Source: an optimization exercise on an open RTL-to-GDS flow (aim: small area and a short achievable clock period). Production flows keep margins and buffers that such runs may drop. At most, simulation tests tie the RTL to the original design; equivalence was not proved. Power and IR drop assume default switching activity.

## north
// pst_brain_core
module pst_brain_core (
  input  logic       clk,
  input  logic       rst,
  input  logic [7:0] cur0,
  input  logic [7:0] cur1,
  input  logic [7:0] cur2,
  input  logic [7:0] cur3,
  output logic [7:0] phase0,
  output logic [7:0] phase1,
  output logic [7:0] phase2,
  output logic [7:0] phase3,
  output logic [2:0] winner,
  output logic [7:0] winner_score,
  output logic [7:0] winner_rel,
  output logic [7:0] w_ab,
  output logic [7:0] w_ac,
  output logic [7:0] w_ad,
  output logic [7:0] w_bc,
  output logic [7:0] w_bd,
  output logic [7:0] w_cd,
  output logic [7:0] seq_slot_A,
  output logic [7:0] seq_slot_B,
  output logic       seq_force_valid,
  output logic [7:0] seq_force_pred,
  output logic [7:0] pred_out,
  output logic [7:0] pred_err,
  output logic       reward_out,
  output logic [2:0] gamma_cnt,
  output logic [2:0] theta_cnt,
  output logic       theta_tick,
  output logic       episode_last,
  output logic [2:0] ep_winner,
  output logic [3:0] ep_strength,
  ...
==> flow/config.mk <==
export PLATFORM = sky130hd
export DESIGN_NAME = pst_brain_core
export DESIGN_NICKNAME = pst_brain_core
export VERILOG_FILES = /design/flow/design.v
export SDC_FILE = /design/flow/constraint.sdc
export NUM_CORES = 4
export LEC_CHECK = 0
export ABC_AREA = 1
export CAP_MARGIN = 20
export CORE_MARGIN = 2
export CORE_UTILIZATION = 40
export SLEW_MARGIN = 20
==> flow/constraint.sdc <==
create_clock -name core_clock -period 40.0 [get_ports {clk}]
set_input_delay 8.0000 -clock core_clock [delete_from_list [all_inputs] [get_ports {clk}]]
set_output_delay 8.0000 -clock core_clock [all_outputs]
set_load 0.01 [all_outputs]
standard.sh (not shown) runs the stock make flow with config.mk's settings and CLKGATE_MAP_FILE= SYNTH_SCRIPT=/design/flow/synth_recipe.tcl, a recipe that flattens the netlist after the stock synthesis.
==> flow/flow/run.sh <==
#!/bin/bash
set -euo pipefail
bash standard.sh BUFFER_PORTS_ARGS="-buffer_cell sky130_fd_sc_hd__buf_1" finish > standard.log 2>&1
For south, these inputs were changed with respect to north:
--- a/flow/design.v
+++ b/flow/design.v
@@ -57,12 +57,13 @@
   logic [2:0] r_ep_winner, r_topic_winner, r_topic_strength;
   logic [3:0] r_ep_strength;
   logic [2:0] r_vb, r_vm, r_ub, r_um;
   logic       r_explore, r_fv;
   logic [7:0] r_fpred;
   logic [7:0] r_es  [6];
+  logic [5:0] r_el;
   logic [5:0] r_wb  [6];
   logic       r_elast, r_exploit;
   function automatic logic [8:0] addc8(input logic [7:0] a, input logic [7:0] b,
                                        input logic ci);
     logic       c;
     logic [7:0] s;
@@ -116,27 +117,19 @@
       q_wb = addc8({3'b0, r_w[p][6:2]},
                    {5'b0, ~w_explore & r_ep_valid & (r_ep_winner == 3'(p)),
                     ~w_explore & r_topic_valid & (r_topic_winner == 3'(p)), 1'b0}, 1'b0);
       w_wb[p] = q_wb[5:0];
     end
   end
-  logic [7:0] e_ph [4];
-  logic [7:0] e_rel [6];
-  logic [7:0] e_score [6];
-  logic [8:0] q_t1, q_t2, q_sc;
-  always_comb begin
-    q_t1 = '0; q_t2 = '0; q_sc = '0;
-    for (int c = 0; c < 4; c++) e_ph[c] = !r_sp[c] ? 8'd254 : (r_jf[c] ? 8'd253 : r_v[c]);
-    for (int p = 0; p < 6; p++) begin
-      q_t1 = addc8(e_ph[pair_a(p)], ~e_ph[pair_b(p)], 1'b0);
-      q_t2 = addc8(e_ph[pair_b(p)], ~e_ph[pair_a(p)], 1'b0);
-      e_rel[p] = q_t1[8] ? q_t2[7:0] : q_t1[7:0];
-      q_sc = addc8({1'b0, e_rel[p][7:1]}, {2'b0, w_wb[p]}, 1'b0);
-      e_score[p] = q_sc[7:0];
+  logic [7:0] e_init [6];
+  logic [5:0] e_dec;
+  always_comb
+    for (int p = 0; p < 6; p++) begin
+      e_init[p] = 8'd127 + {2'b0, w_wb[p]};
+      e_dec[p]  = r_sp[pair_a(p)] ^ r_sp[pair_b(p)];
     end
-  end
   logic [5:0] w_valid;
   logic [7:0] w_score [6];
   always_comb
     for (int p = 0; p < 6; p++) begin
       w_valid[p] = r_sp[pair_a(p)] & r_sp[pair_b(p)];
       w_score[p] = w_valid[p] ? r_es[p] : {2'b0, r_wb[p]};
@@ -175,13 +168,13 @@
     w_win_valid = 1'b0;
     w_win_rl    = 1'b0;
     for (int p = 0; p < 6; p++) begin
       w_win_wb    = w_win_wb | (w_win1h[p] ? r_wb[p] : 6'd0);
       w_win_w     = w_win_w | (w_win1h[p] ? r_w[p] : 7'd0);
       w_win_valid = w_win_valid | (w_win1h[p] & w_valid[p]);
-      w_win_rl    = w_win_rl | (w_win1h[p] & ~(w_ph[pair_a(p)][0] ^ w_ph[pair_b(p)][0]));
+      w_win_rl    = w_win_rl | (w_win1h[p] & r_el[p]);
     end
     w_win_rel7 = w_best[6:0] - {1'b0, w_win_wb};
     w_best_rel = w_win_valid ? {w_win_rel7, w_win_rl} : 8'd0;
     w_win_coh  = w_win_valid & ({w_win_rel7, w_win_rl} >= 8'd235);
   end
   logic [7:0] w_pred, w_err;
@@ -261,14 +254,20 @@
     if (w_reward)                  w_errx_next = 1'b0;
     else if (w_err_run == 2'd3)    w_errx_next = 1'b1;
     else                           w_errx_next = r_err_explore;
   end
   always_ff @(posedge clk)
     for (int p = 0; p < 6; p++) begin
-      r_es[p]   <= e_score[p];
-      r_wb[p]   <= w_wb[p];
+      if (r_cnt == 8'd0) begin
+        r_es[p] <= e_init[p];
+        r_el[p] <= 1'b1;
+      end else if (e_dec[p]) begin
+        if (!r_el[p]) r_es[p] <= r_es[p] - 8'd1;
+        r_el[p] <= ~r_el[p];
+      end
+      r_wb[p] <= w_wb[p];
     end
   always_ff @(posedge clk or posedge rst) begin
     if (rst) begin
       r_cnt <= '0;
       r_sp  <= '0;
       r_jf  <= '0;
==> comparison <==
Where final wirelength is concerned, north is outperformed by south. Total of flip-flops plus latches after synthesis: lower on north. First-iteration DRC count: north and south compared, lower one is south. As far as final period utilization is concerned, north and south perform about the same. Summary — routed via count, south relative to north: higher, by 236. Diff north -> south: height of the die went down 1.8%; sequential fraction of design power went up; estimated wirelength of the detail-placed design shows a reduction of 7.1%. south ended up with a lower slew of the pin with the lowest slew margin than north did. The power dissipated by switching net loads of south and that of north are within noise of each other. south ended up with a higher length in cells of the worst reg-to-reg path than north did.
No functional check of the RTL was part of any run of this note.

== P ==
Another version of the RTL of pst_brain_core (not shown whole).
Size: ~3100 cells after synthesis, roughly 330 flip-flops.
Settings: LEC_CHECK=0, ABC_AREA=1, CAP_MARGIN=20, CORE_MARGIN=2, CORE_UTILIZATION=60, CTS_BUF_LIST=sky130_fd_sc_hd__clkbuf_8, CTS_CLUSTER_DIAMETER=60, CTS_CLUSTER_SIZE=16, SLEW_MARGIN=20; clock period 40.0 ns.
Scripts as last shown in full above: flow/flow/run.sh
Relative to P, the following input files were edited for Q:
-- flow/design.v --
<<< P, line 59
  logic [2:0] r_vb, r_vm, r_ub, r_um;
  logic       r_explore, r_fv;
  logic [5:0] r_e1h, r_t1h;
  logic [7:0] r_es  [6];
  logic [5:0] r_el;
>>> Q, line 59
  logic [2:0] r_vb, r_vm, r_ub, r_um;
  logic       r_explore, r_fv;
  logic [7:0] r_es  [6];
  logic [5:0] r_el;
<<< P, line 115
    for (int p = 0; p < 6; p++) begin
      q_wb = addc8({3'b0, r_w[p][6:2]},
                   {5'b0, ~w_explore & r_e1h[p], ~w_explore & r_t1h[p], 1'b0}, 1'b0);
      w_wb[p] = q_wb[5:0];
    end
>>> Q, line 114
    for (int p = 0; p < 6; p++) begin
      q_wb = addc8({3'b0, r_w[p][6:2]},
                   {5'b0, ~w_explore & r_ep_valid & (r_ep_winner == 3'(p)),
                    ~w_explore & r_topic_valid & (r_topic_winner == 3'(p)), 1'b0}, 1'b0);
      w_wb[p] = q_wb[5:0];
    end
<<< P, line 225
  logic       u_hit, u_sel;
  logic [2:0] w_topic_win, w_topic_str;
  logic [5:0] u_b1h;
  always_comb begin
    u_b = r_ub;
>>> Q, line 225
  logic       u_hit, u_sel;
  logic [2:0] w_topic_win, w_topic_str;
  always_comb begin
    u_b = r_ub;
<<< P, line 236
    u_sel = |(w_ep1h & u_take);
    w_topic_win = u_sel ? w_ep_win : u_b;
    for (int p = 0; p < 6; p++) u_b1h[p] = (u_b == 3'(p));
    w_topic_str = u_m + {2'd0, u_hit};
  end
>>> Q, line 235
    u_sel = |(w_ep1h & u_take);
    w_topic_win = u_sel ? w_ep_win : u_b;
    w_topic_str = u_m + {2'd0, u_hit};
  end
<<< P, line 274
      r_explore <= 1'b0;
      r_fv <= 1'b0;
      r_e1h <= '0; r_t1h <= '0;
      r_elast <= 1'b0; r_exploit <= 1'b0;
      for (int c = 0; c < 4; c++) begin
>>> Q, line 272
      r_explore <= 1'b0;
      r_fv <= 1'b0;
      r_elast <= 1'b0; r_exploit <= 1'b0;
      for (int c = 0; c < 4; c++) begin
<<< P, line 331
          r_vm <= '0;
          r_ep_winner   <= w_ep_win;
          r_e1h         <= w_ep1h;
          r_ep_strength <= w_ep_str;
          r_ep_valid    <= 1'b1;
>>> Q, line 328
          r_vm <= '0;
          r_ep_winner   <= w_ep_win;
          r_ep_strength <= w_ep_str;
          r_ep_valid    <= 1'b1;
<<< P, line 342
            r_um <= '0;
            r_topic_winner   <= w_topic_win;
            r_t1h            <= u_sel ? w_ep1h : u_b1h;
            r_topic_strength <= w_topic_str;
            r_topic_valid    <= 1'b1;
>>> Q, line 338
            r_um <= '0;
            r_topic_winner   <= w_topic_win;
            r_topic_strength <= w_topic_str;
            r_topic_valid    <= 1'b1;
Notes after the runs:
[compare] base=P new=Q: wire length of the first global-routing pass decreased 2.2%, power in combinational cells shrank by about 9%, number of design-rule violations left by the first detailed-router iteration went up by 5.5%, number of buffers other than clock buffers in the final layout went up by 2. In the tables for Q and P, number of well taps reads lower with Q. Max global-route usage across Q and P: Q. Q and P ended up with nearly the same core utilization. Q vs. P: post-synthesis instance area has decreased; die area has decreased; clock-buffer cell count has decreased. Looking at share of power burned in the clock network, Q sits below P.
The RTL of P was laid out without a check of its function.

## port drivers added, routing unchanged
In the flow no input, the clock included, has a driving cell. The finished layouts below were timed again as built, in two steps.
Step 1 sets driving cells, clkbuf_16 on the clock port and buf_2 on the other inputs (assumed; they add their load-dependent delay and slew).
Step 2 also shifts input and output timing later by t, the mid clock arrival at the registers, as if the neighbouring blocks saw the same clock.
Slacks: ideal / step 1 / step 2; pairs: ideal / step 1.
run	t, ns	setup WS [ns]	clock arrival spread, ns	worst register clock-pin slew, ns
north	0.641	30.562 / 30.500 / 29.991	0.028 / 0.027	0.07 / 0.07
south	0.629	30.504 / 30.444 / 29.916	0.035 / 0.035	0.06 / 0.06
P	0.653	30.381 / 30.327 / 29.966	0.025 / 0.026	0.10 / 0.10
Q	0.728	30.419 / 30.369 / 29.920	0.028 / 0.028	0.11 / 0.11
After both steps setup and hold are still met in every run listed. The setup slack of south, which loses most, moves by -0.060 ns with the drivers and by -0.588 ns with both steps.
